From an optimization exercise on the open Yosys and OpenROAD flow, aimed at small area, a short achievable clock period and few clock cycles per item; shortcuts taken in it are not production practice. Only simulation tests tie the RTL to the original design; equivalence was not proved. Power and IR drop assume default switching activity.

<file path="flow/run.sh">
#!/bin/bash
# synth_recipe.tcl (not shown) runs the flow's synth.tcl, then flattens the netlist and writes it again
# the make line also repeats each setting of config.mk as NAME=value (left out here)
make -C /OpenROAD-flow-scripts/flow DESIGN_CONFIG=/design/flow/config.mk WORK_HOME=/design/flow/orfs CLKGATE_MAP_FILE= SYNTH_SCRIPT=/design/flow/synth_recipe.tcl finish
</file>
<file path="flow/config.mk">
export PLATFORM = sky130hd
export DESIGN_NAME = array_doubly_linked_list_top
export DESIGN_NICKNAME = array_doubly_linked_list_top
export VERILOG_FILES = /design/flow/design.v
export SDC_FILE = /design/flow/constraint.sdc
export NUM_CORES = 4
export LEC_CHECK = 0
export CAP_MARGIN = 20
export CORE_MARGIN = 2
export CORE_UTILIZATION = 40
export SLEW_MARGIN = 20
</file>
<file path="flow/constraint.sdc">
create_clock -name core_clock -period 7.0 [get_ports {i_clk}]
set_input_delay 1.4000 -clock core_clock [delete_from_list [all_inputs] [get_ports {i_clk}]]
set_output_delay 1.4000 -clock core_clock [all_outputs]
set_load 0.01 [all_outputs]
</file>
<file path="flow/design.v">
`timescale 1ns / 1ps
package adll_pkg;
    localparam int REQ_W    = 3;
    localparam int RANK_W   = 6;
    localparam int VALUE_W  = 32;
    localparam int STATUS_W = 2;
    localparam int RSLOT_W  = RANK_W + 1;
    localparam logic [REQ_W-1:0] REQ_PUSH_FRONT = 3'd0;
    localparam logic [REQ_W-1:0] REQ_PUSH_BACK  = 3'd1;
    localparam logic [REQ_W-1:0] REQ_DELETE     = 3'd2;
    localparam logic [REQ_W-1:0] REQ_INS_LEFT   = 3'd3;
    localparam logic [REQ_W-1:0] REQ_INS_RIGHT  = 3'd4;
    localparam logic [REQ_W-1:0] REQ_READ_OUT   = 3'd5;
    localparam logic [STATUS_W-1:0] ST_OK    = 2'd0;
    localparam logic [STATUS_W-1:0] ST_FULL  = 2'd1;
    localparam logic [STATUS_W-1:0] ST_DEAD  = 2'd2;
    localparam logic [STATUS_W-1:0] ST_EMPTY = 2'd3;
    localparam int HEAD_SLOT  = 0;
    localparam int TAIL_SLOT  = 1;
    localparam int FIRST_FREE = 2;
    typedef struct packed {
        logic                latch;        
        logic                rd_en;        
        logic                rd_follow;    
        logic                link1;        
        logic                link2;        
        logic                del;          
        logic                out_load;     
        logic [STATUS_W-1:0] out_status;
        logic                out_use_value;
        logic                out_last;
    } t_cmd;
    typedef struct packed {
        logic [REQ_W-1:0] req;
        logic             live;        
        logic             full;        
        logic             ptr_tail;    
        logic             walk_last;   
        logic             out_free;    
    } t_sts;
endpackage
`timescale 1ns / 1ps
module adll_ram #(
    parameter int WIDTH = 8,
    parameter int DEPTH = 64
) (
    input  logic                     i_clk,
    input  logic                     i_we,
    input  logic [$clog2(DEPTH)-1:0] i_waddr,
    input  logic [WIDTH-1:0]         i_wdata,
    input  logic                     i_re,
    input  logic [$clog2(DEPTH)-1:0] i_raddr,
    output logic [WIDTH-1:0]         o_rdata
);
    logic [WIDTH-1:0] r_mem [DEPTH];
    logic [WIDTH-1:0] r_rdata;
    always_ff @(posedge i_clk) begin
        if (i_we) begin
            r_mem[i_waddr] <= i_wdata;
        end
        if (i_re) begin
            r_rdata <= r_mem[i_raddr];
        end
    end
    assign o_rdata = r_rdata;
endmodule
`timescale 1ns / 1ps
import adll_pkg::*;
module adll_ctrl (
    input  logic             i_clk,
    input  logic             i_rst_n,
    input  logic             i_in_valid,
    input  logic [REQ_W-1:0] i_req_type,
    output logic             o_in_ready,
    input  adll_pkg::t_sts             i_sts,
    output adll_pkg::t_cmd             o_cmd
);
    localparam logic [2:0] S_IDLE   = 3'd0;
    localparam logic [2:0] S_LOOK   = 3'd1;
    localparam logic [2:0] S_EXEC   = 3'd2;
    localparam logic [2:0] S_LINK2  = 3'd3;
    localparam logic [2:0] S_RESP   = 3'd4;
    localparam logic [2:0] S_WSTART = 3'd5;
    localparam logic [2:0] S_WALK   = 3'd6;
    logic [2:0]          r_state;
    logic [2:0]          n_state;
    logic [STATUS_W-1:0] r_pend;
    logic [STATUS_W-1:0] n_pend;
    logic                w_finish;
    logic [STATUS_W-1:0] w_fin_status;
    always_comb begin
        o_cmd        = '0;
        o_in_ready   = 1'b0;
        n_state      = r_state;
        n_pend       = r_pend;
        w_finish     = 1'b0;
        w_fin_status = ST_OK;
        unique case (r_state)
            S_IDLE: begin
                o_in_ready = 1'b1;
                if (i_in_valid) begin
                    o_cmd.latch = 1'b1;
                    case (i_req_type)
                        REQ_PUSH_FRONT, REQ_PUSH_BACK, REQ_DELETE,
                        REQ_INS_LEFT, REQ_INS_RIGHT: n_state = S_LOOK;
                        REQ_READ_OUT:                n_state = S_WSTART;
                        default:                     n_state = S_IDLE;
                    endcase
                end
            end
            S_LOOK: begin
                o_cmd.rd_en = 1'b1;
                n_state     = S_EXEC;
            end
            S_EXEC: begin
                if ((i_sts.req == REQ_DELETE || i_sts.req == REQ_INS_LEFT ||
                     i_sts.req == REQ_INS_RIGHT) && !i_sts.live) begin
                    w_finish     = 1'b1;
                    w_fin_status = ST_DEAD;
                end else if (i_sts.req == REQ_DELETE) begin
                    o_cmd.del = 1'b1;
                    w_finish  = 1'b1;
                end else if (i_sts.full) begin
                    w_finish     = 1'b1;
                    w_fin_status = ST_FULL;
                end else begin
                    o_cmd.link1 = 1'b1;
                    n_state     = S_LINK2;
                end
            end
            S_LINK2: begin
                o_cmd.link2 = 1'b1;
                w_finish    = 1'b1;
            end
            S_RESP: begin
                w_finish     = 1'b1;
                w_fin_status = r_pend;
            end
            S_WSTART: begin
                if (i_sts.ptr_tail) begin
                    w_finish     = 1'b1;
                    w_fin_status = ST_EMPTY;
                end else begin
                    o_cmd.rd_en = 1'b1;
                    n_state     = S_WALK;
                end
            end
            S_WALK: begin
                if (i_sts.out_free) begin
                    o_cmd.out_load      = 1'b1;
                    o_cmd.out_use_value = 1'b1;
                    o_cmd.out_status    = ST_OK;
                    o_cmd.out_last      = i_sts.walk_last;
                    if (i_sts.walk_last) begin
                        n_state = S_IDLE;
                    end else begin
                        o_cmd.rd_en     = 1'b1;
                        o_cmd.rd_follow = 1'b1;
                    end
                end
            end
            default: begin
                n_state = S_IDLE;
            end
        endcase
        if (w_finish) begin
            if (i_sts.out_free) begin
                o_cmd.out_load   = 1'b1;
                o_cmd.out_status = w_fin_status;
                o_cmd.out_last   = 1'b1;
                n_state          = S_IDLE;
            end else begin
                n_pend  = w_fin_status;
                n_state = S_RESP;
            end
        end
    end
    always_ff @(posedge i_clk) begin
        if (!i_rst_n) begin
            r_state <= S_IDLE;
            r_pend  <= ST_OK;
        end else begin
            r_state <= n_state;
            r_pend  <= n_pend;
        end
    end
endmodule
`timescale 1ns / 1ps
import adll_pkg::*;
module adll_dp #(
    parameter int SLOT_COUNT  = 64
) (
    input  logic                       i_clk,
    input  logic                       i_rst_n,
    input  logic        [REQ_W-1:0]    i_req_type,
    input  logic        [RANK_W-1:0]   i_node_rank,
    input  logic signed [VALUE_W-1:0]  i_item_value,
    input  adll_pkg::t_cmd                       i_cmd,
    output adll_pkg::t_sts                       o_sts,
    output logic                       o_out_valid,
    input  logic                       i_out_ready,
    output logic signed [VALUE_W-1:0]  o_read_value,
    output logic        [STATUS_W-1:0] o_status,
    output logic                       o_last
);
    localparam int AW = $clog2(SLOT_COUNT);
    localparam int NW = $clog2(SLOT_COUNT + 1);
    localparam logic [AW-1:0] HEAD = AW'(HEAD_SLOT);
    localparam logic [AW-1:0] TAIL = AW'(TAIL_SLOT);
    logic        [REQ_W-1:0]    r_req;
    logic signed [VALUE_W-1:0]  r_value;
    logic        [AW-1:0]       r_ptr;
    logic                       r_in_range;
    logic        [AW-1:0]       r_anchor;
    logic        [AW-1:0]       r_nxt;
    logic        [NW-1:0]       r_next_free;
    logic        [AW-1:0]       r_head_right;
    logic        [AW-1:0]       r_tail_left;
    logic                       r_out_valid;
    logic signed [VALUE_W-1:0]  r_read_value;
    logic        [STATUS_W-1:0] r_status;
    logic                       r_last;
    logic [RSLOT_W-1:0]     w_slot;
    logic                   w_slot_ok;
    logic [AW-1:0]          w_fresh;
    logic [AW-1:0]          w_anchor;
    logic [AW-1:0]          w_nxt;
    logic [AW-1:0]          w_raddr;
    logic [AW-1:0]          w_left_q;
    logic [AW-1:0]          w_right_q;
    logic [VALUE_W-1:0]     w_value_q;
    logic                   w_alive_q;
    logic [63:0]            w_in_wide;
    logic [63:0]            w_out_wide;
    logic                   w_out_free;
    logic                   w_right_we;
    logic [AW-1:0]          w_right_waddr;
    logic [AW-1:0]          w_right_wdata;
    logic                   w_left_we;
    logic [AW-1:0]          w_left_waddr;
    logic [AW-1:0]          w_left_wdata;
    logic                   w_alive_we;
    logic [AW-1:0]          w_alive_waddr;
    logic                   w_alive_wdata;
    assign w_slot    = RSLOT_W'(i_node_rank) + RSLOT_W'(1);
    assign w_slot_ok = (32'(w_slot) >= 32'(FIRST_FREE)) && (32'(w_slot) < 32'(SLOT_COUNT))
                       && (32'(w_slot) < 32'(r_next_free));
    assign w_fresh   = AW'(r_next_free);
    assign w_raddr   = i_cmd.rd_follow ? w_right_q : r_ptr;
    always_comb begin
        case (r_req)
            REQ_PUSH_FRONT: begin
                w_anchor = HEAD;
                w_nxt    = r_head_right;
            end
            REQ_PUSH_BACK: begin
                w_anchor = r_tail_left;
                w_nxt    = TAIL;
            end
            REQ_INS_LEFT: begin
                w_anchor = w_left_q;
                w_nxt    = r_ptr;
            end
            default: begin
                w_anchor = r_ptr;
                w_nxt    = w_right_q;
            end
        endcase
    end
    always_comb begin
        w_right_we    = 1'b0;
        w_right_waddr = w_fresh;
        w_right_wdata = w_nxt;
        w_left_we     = 1'b0;
        w_left_waddr  = w_fresh;
        w_left_wdata  = w_anchor;
        w_alive_we    = 1'b0;
        w_alive_waddr = w_fresh;
        w_alive_wdata = 1'b1;
        if (i_cmd.link1) begin
            w_right_we = 1'b1;
            w_left_we  = 1'b1;
            w_alive_we = 1'b1;
        end else if (i_cmd.link2) begin
            w_right_we    = (r_anchor != HEAD);
            w_right_waddr = r_anchor;
            w_right_wdata = w_fresh;
            w_left_we     = (r_nxt != TAIL);
            w_left_waddr  = r_nxt;
            w_left_wdata  = w_fresh;
        end else if (i_cmd.del) begin
            w_right_we    = (w_left_q != HEAD);
            w_right_waddr = w_left_q;
            w_right_wdata = w_right_q;
            w_left_we     = (w_right_q != TAIL);
            w_left_waddr  = w_right_q;
            w_left_wdata  = w_left_q;
            w_alive_we    = 1'b1;
            w_alive_waddr = r_ptr;
            w_alive_wdata = 1'b0;
        end
    end
    assign w_in_wide = 64'($unsigned(r_value));
    adll_ram #(.WIDTH(VALUE_W), .DEPTH(SLOT_COUNT)) u_value_ram (
        .i_clk   (i_clk),
        .i_we    (i_cmd.link1),
        .i_waddr (w_fresh),
        .i_wdata (w_in_wide[VALUE_W-1:0]),
        .i_re    (i_cmd.rd_en),
        .i_raddr (w_raddr),
        .o_rdata (w_value_q)
    );
    adll_ram #(.WIDTH(AW), .DEPTH(SLOT_COUNT)) u_right_ram (
        .i_clk   (i_clk),
        .i_we    (w_right_we),
        .i_waddr (w_right_waddr),
        .i_wdata (w_right_wdata),
        .i_re    (i_cmd.rd_en),
        .i_raddr (w_raddr),
        .o_rdata (w_right_q)
    );
    adll_ram #(.WIDTH(AW), .DEPTH(SLOT_COUNT)) u_left_ram (
        .i_clk   (i_clk),
        .i_we    (w_left_we),
        .i_waddr (w_left_waddr),
        .i_wdata (w_left_wdata),
        .i_re    (i_cmd.rd_en),
        .i_raddr (w_raddr),
        .o_rdata (w_left_q)
    );
    adll_ram #(.WIDTH(1), .DEPTH(SLOT_COUNT)) u_alive_ram (
        .i_clk   (i_clk),
        .i_we    (w_alive_we),
        .i_waddr (w_alive_waddr),
        .i_wdata (w_alive_wdata),
        .i_re    (i_cmd.rd_en),
        .i_raddr (w_raddr),
        .o_rdata (w_alive_q)
    );
    always_ff @(posedge i_clk) begin
        if (i_cmd.latch) begin
            r_req      <= i_req_type;
            r_value    <= i_item_value;
            r_in_range <= w_slot_ok;
            r_ptr      <= (i_req_type == REQ_READ_OUT) ? r_head_right : AW'(w_slot);
        end else if (i_cmd.rd_en && i_cmd.rd_follow) begin
            r_ptr <= w_right_q;
        end
        if (i_cmd.link1) begin
            r_anchor <= w_anchor;
            r_nxt    <= w_nxt;
        end
    end
    always_ff @(posedge i_clk) begin
        if (!i_rst_n) begin
            r_next_free  <= NW'(FIRST_FREE);
            r_head_right <= TAIL;
            r_tail_left  <= HEAD;
        end else begin
            if (i_cmd.link2) begin
                r_next_free <= r_next_free + NW'(1);
                if (r_anchor == HEAD) begin
                    r_head_right <= w_fresh;
                end
                if (r_nxt == TAIL) begin
                    r_tail_left <= w_fresh;
                end
            end else if (i_cmd.del) begin
                if (w_left_q == HEAD) begin
                    r_head_right <= w_right_q;
                end
                if (w_right_q == TAIL) begin
                    r_tail_left <= w_left_q;
                end
            end
        end
    end
    assign w_out_free = !r_out_valid || i_out_ready;
    assign w_out_wide = 64'(w_value_q);
    always_ff @(posedge i_clk) begin
        if (!i_rst_n) begin
            r_out_valid <= 1'b0;
        end else if (i_cmd.out_load) begin
            r_out_valid <= 1'b1;
        end else if (i_out_ready) begin
            r_out_valid <= 1'b0;
        end
    end
    always_ff @(posedge i_clk) begin
        if (i_cmd.out_load) begin
            r_read_value <= i_cmd.out_use_value ? $signed(w_out_wide[VALUE_W-1:0]) : '0;
            r_status     <= i_cmd.out_status;
            r_last       <= i_cmd.out_last;
        end
    end
    assign o_out_valid  = r_out_valid;
    assign o_read_value = r_read_value;
    assign o_status     = r_status;
    assign o_last       = r_last;
    assign o_sts.req       = r_req;
    assign o_sts.live      = r_in_range && w_alive_q;
    assign o_sts.full      = (r_next_free == NW'(SLOT_COUNT));
    assign o_sts.ptr_tail  = (r_ptr == TAIL);
    assign o_sts.walk_last = (w_right_q == TAIL);
    assign o_sts.out_free  = w_out_free;
endmodule
`timescale 1ns / 1ps
import adll_pkg::*;
module array_doubly_linked_list_top (
    input  logic                       i_clk,
    input  logic                       i_rst_n,
    input  logic                       i_req_valid,
    output logic                       o_req_ready,
    input  logic        [REQ_W-1:0]    i_req_type,
    input  logic        [RANK_W-1:0]   i_node_rank,
    input  logic signed [VALUE_W-1:0]  i_item_value,
    output logic                       o_res_valid,
    input  logic                       i_res_ready,
    output logic signed [VALUE_W-1:0]  o_read_value,
    output logic        [STATUS_W-1:0] o_status,
    output logic                       o_last
);
    localparam int SLOT_COUNT = 64;
    adll_pkg::t_cmd w_cmd;
    adll_pkg::t_sts w_sts;
    adll_ctrl u_ctrl (
        .i_clk      (i_clk),
        .i_rst_n    (i_rst_n),
        .i_in_valid (i_req_valid),
        .i_req_type (i_req_type),
        .o_in_ready (o_req_ready),
        .i_sts      (w_sts),
        .o_cmd      (w_cmd)
    );
    adll_dp #(
        .SLOT_COUNT  (SLOT_COUNT)
    ) u_dp (
        .i_clk        (i_clk),
        .i_rst_n      (i_rst_n),
        .i_req_type   (i_req_type),
        .i_node_rank  (i_node_rank),
        .i_item_value (i_item_value),
        .i_cmd        (w_cmd),
        .o_sts        (w_sts),
        .o_out_valid  (o_res_valid),
        .i_out_ready  (i_res_ready),
        .o_read_value (o_read_value),
        .o_status     (o_status),
        .o_last       (o_last)
    );
endmodule
</file>
==> results.yml <==
yosys:
  postSynthAreaPerCell_um2: 13.1
  yosysUniqueCellTypes: 76
  synthArstFlopShare_pct: 0
  syn_inst: 9924
  yosysSeqAreaShare_pct: 70.0
  synth-seq-cells: 3039
  synth_area_leaders: "edfxtp_1 70%, nand2_1 4.9%, mux2i_1 4.1%"
  synth_ff_type: "edfxtp_1"
  synth_area_um2: 130000
  synth_edf_count: 3014
  syn-num-nets: 9979
  yosys_warnings: 5
  synth_top_area_cell: "edfxtp_1"
  netlist.area_leader.share_pct: 69.6
global_routing:
  overflow: 0
  antenna_found_initial: 25
  grt_max_degree: 174
  grt_pass1_vias: 84700
  track_usage_pct: 25.2
  grt_pass1_wl_um: 612000
power:
  peakVddDrop_v: 0.000435
  power_frac_comb_pct: 35.3
  power.switching_uw: 23200
  seq_power_share_pct: 38.1
  switching_share_pct: 38.1
  power.clock.fraction_pct: 26.6
  p_int_uw: 37700
  power.leakage_uw: 0.0480
  p_per_area_nw_per_um2: 414
sta:
  maxSlewViolCount: 0
  period_needed_ns: 5.33
  hold_viol: 0
  finalSetupTns_ns: 0
  relSlewSlack_pct: 23.1
  setup_viol: 0
  worst_pin_slew_ns: 1.15
  period_share_pct: 76.1
  skew_ns: 0.0688
  grt_setup_unrepaired: "false"
  fmax_mhz: 188
clock_network:
  clkSinkCount: 3039
  numCtsBuffers: 317
  cts_tree: "done"
  post_cts_buffers: 0
  clk_pin_slew_ns: 0.06
  cts_resized: 0
  clock_latency_ns: 0.91
  root_buffer: "clkbuf_16"
  hold_buffers: 0
  clock_path_buffers: 4
  htreeDepth: 5
worst_setup_path:
  required_ns: 7.75
  slowest_delay_ns: 0.74
  worstSetupStartpoint: "i_res_ready"
  r2r_slack_ns: 1.77
  path_depth: 10
  start_kind: "input pin"
  cp_num_buf_inv: 3
  cp_top_family: "compound AO/OA/AOI/OAI gates"
  slowest_stage: "mux2i_4"
  cp-end-kind: "register"
  worstRegToRegCells: 8
  critPathArrivalTime_ns: 6.07
  path_cells: "clkdlybuf4s50_1, nor2b_1, buf_4, a211o_4, mux2i_4, nand2_4, buf_12, o2111ai_1, a211oi_1, nand4_1"
  r2r-end: "u_dp.u_left_ram.r_rdata[2]"
  crit_path_max_fanout: 43
  worst-setup-path-type: "in2reg"
  cp-endpoint: "u_dp.u_value_ram.r_rdata[27]"
  r2r-start: "u_dp.u_right_ram.r_rdata[2]"
cells_and_area:
  fin_area_um2: 147000
  drive_gt1_share_pct: 9.03
  nNetsFinal: 9978
  synthToLayoutAreaGrowth_pct: 13.1
die:
  coreArea_um2: 324000
  die_height_um: 574
  die_area_um2: 329000
  ios: 82
  die_width_um: 574
  initial_core_util_pct: 40.1
  rows: 209
route:
  drc: 0
  drt-initial-drc-count: 12600
  post_drt_wl_per_cell_um: 29.7
  drt_pass1_iterations: 10
  drt_wl_total_um: 431000
  num_vias: 89000
  ant_nets: 0
  routed_via_density: 6.13
placement:
  post_dp_cell_area_um2: 137000
  gp_congestion: 0.875
  port_buffers: 81
  hpwl_um: 255000
min_path:
  hold_path.class: "reg2reg"
job:
  maxCapViolCount: 0
outcome:
  status: "complete, no violations"
cell families (layout without fill, tap and decap cells):
group,count (synthesis),count (layout),share of synthesized area (%)
XOR/XNOR,8,8,0.0539
AND/OR/NAND/NOR,2777,2777,9.42
adder cells (fa/ha/maj),10,10,0.0963
flip-flops,3039,3039,70.0
AO/OA/AOI/OAI,2503,2503,12.7
other,0,28,0
multiplexers,546,546,4.31
buffers and inverters,1041,1280,3.35
sequential cells by signal (all words and copies together), names as in the netlist:
name,cells
u_dp.r_status,2
u_dp.u_right_ram.r_rdata,6
u_dp.u_value_ram.r_mem,2048
u_dp.r_anchor,6
u_ctrl.r_pend,2
u_dp.u_alive_ram.r_mem,64
u_dp.r_last,1
u_dp.r_head_right,6
u_dp.u_right_ram.r_mem,384
u_dp.r_tail_left,6
u_dp.r_ptr,6
u_dp.r_nxt,6
u_dp.r_next_free,7
u_dp.r_out_valid,1
u_dp.r_req,3
u_dp.u_left_ram.r_rdata,6
u_dp.r_value,32
u_dp.r_in_range,1
u_ctrl.r_state,3
u_dp.u_alive_ram.r_rdata,1
u_dp.r_read_value,32
u_dp.u_value_ram.r_rdata,32
u_dp.u_left_ram.r_mem,384
Yosys cell counts (86+ instances only):
cell,n
edfxtp_1,3014
o221ai_1,90
nand3_1,86
nand2_1,1712
nand2b_1,408
o22ai_1,147
inv_1,279
o211ai_1,397
buf_2,118
clkbuf_1,541
nor2_1,331
o21ai_0,90
a31oi_1,219
a21oi_1,832
a211oi_1,366
mux2i_1,527
cell type report:
cell class	count	area, um^2
diodes	28	70.1
clock buffers	389	8370
fillers	28500	177000
well taps	4325	5410
multi-input cells	5844	35500
repair buffers	439	4210
clock inverters	170	1350
flip-flops and latches	3039	91000
inverters	282	1070
routing by layer:
metal	share of wire (%)	track usage (%)	wire length, um
met4	5.1	11.8	21900
met5	0.0083	0	36
met3	9.8	4.34	42200
met1	38	33.7	166000
met2	47	40.1	201000
power groups by stage:
stage / clock (uW) / sequential (uW) / combinational (uW)
floorplan: 0 / 23700 / 11700
global placement: 0 / 23500 / 20800
detailed placement: 0 / 23500 / 21100
CTS: 16300 / 23200 / 21200
global route: 17100 / 23200 / 22400
finish: 16200 / 23200 / 21500
worst register-to-register path: cells and delay by family, from the launching register on:
| kind | cells | cell delay, ns |
|---|---|---|
| compound gates | 3 | 1.59 |
| simple gates | 3 | 1.12 |
| flops | 1 | 0.98 |
| mux | 1 | 0.72 |
| buf+inv | 1 | 0.55 |
placed cells by master, fill, tap and decap left out, types with 11 or more instances in the layout:
master | netlist | final
nor2b_1 | 14 | 14
a211oi_1 | 366 | 364
a31oi_1 | 219 | 219
a222oi_1 | 44 | 44
clkbuf_1 | 541 | 64
nor2_1 | 331 | 266
o21ai_0 | 90 | 88
clkbuf_16 | 0 | 325
o31ai_1 | 22 | 22
nand2b_1 | 408 | 408
and2_1 | 42 | 42
nand3_1 | 86 | 85
edfxtp_1 | 3014 | 3014
a21oi_4 | 1 | 16
clkdlybuf4s50_1 | 0 | 81
dfxtp_1 | 25 | 25
nor2_4 | 0 | 64
clkinv_2 | 0 | 56
nand2_1 | 1712 | 1704
and4_1 | 20 | 20
a21oi_1 | 832 | 817
a22oi_1 | 30 | 30
nor4_1 | 71 | 71
o211ai_1 | 397 | 397
diode_2 | 0 | 28
o21ai_1 | 13 | 11
mux2i_1 | 527 | 519
o22ai_1 | 147 | 147
a41oi_1 | 69 | 69
bufinv_16 | 0 | 18
a311oi_1 | 32 | 32
nor3_1 | 14 | 14
a32oi_1 | 72 | 72
buf_4 | 50 | 302
buf_12 | 2 | 55
nand4_1 | 48 | 48
clkinv_1 | 2 | 77
inv_1 | 279 | 277
o2111ai_1 | 42 | 42
o221ai_1 | 90 | 90
stage by stage:
stage	hold WS [ns]	instances	total power, uW	utilization [%]	setup WS, ns
3_3_place_gp	0.485	13900	44300	42.4	0.881
3_5_place_dp	0.497	13900	44600	42.4	0.858
2_1_floorplan	0.477	9924	35400	-	2.85
4_1_cts	0.504	14500	60700	45.4	1.83
5_1_grt	0.528	14500	62600	45.4	1.64
6_report	0.502	14500	60900	45.4	1.67
worst min path at each step:
stage	slack, ns	to	cells after the start	startpoint
finish	0.50	u_dp.r_tail_left[1]	2	u_dp.r_tail_left[1]
global route	0.53	u_dp.r_tail_left[3]	2	u_dp.r_tail_left[3]
CTS	0.50	u_dp.r_tail_left[1]	2	u_dp.r_tail_left[1]
detailed placement	0.50	u_dp.r_tail_left[1]	2	u_dp.r_tail_left[1]
global placement	0.48	u_dp.r_tail_left[5]	2	u_dp.r_tail_left[5]
floorplan	0.48	u_dp.r_tail_left[0]	2	u_dp.r_tail_left[0]
Testbench counts, summed over its fixed seeds: cycles 18,636, items 3,840.

## re-timing with driven ports
The results above use ideal ports. As a check the final layout listed here was re-extracted and re-timed, cells and wires unchanged. Step 1 sets driving cells, clkbuf_16 on the clock port and buf_2 on the other inputs (assumed; they add their load-dependent delay and slew). Step 2 adds t to the input delays and takes it off the output delays; t is the mean of the earliest and latest rising clock arrival at the registers after step 1. Input paths then give back, and output paths get back, about the clock's delay inside the block. Three values: ideal, step 1, step 2; two values: the first two.
shift t [ns]: 0.984
slack for setup (ns): 1.671 / 1.712 / 0.727
hold WS [ns]: 0.502 / 0.502 / 0.502
worst setup path at the end: input to register
clock arrival spread, ns: 0.075 / 0.075
After both steps this run still meets setup and hold. The setup slack of this run moves by +0.041 ns with the drivers and by -0.944 ns with both steps.
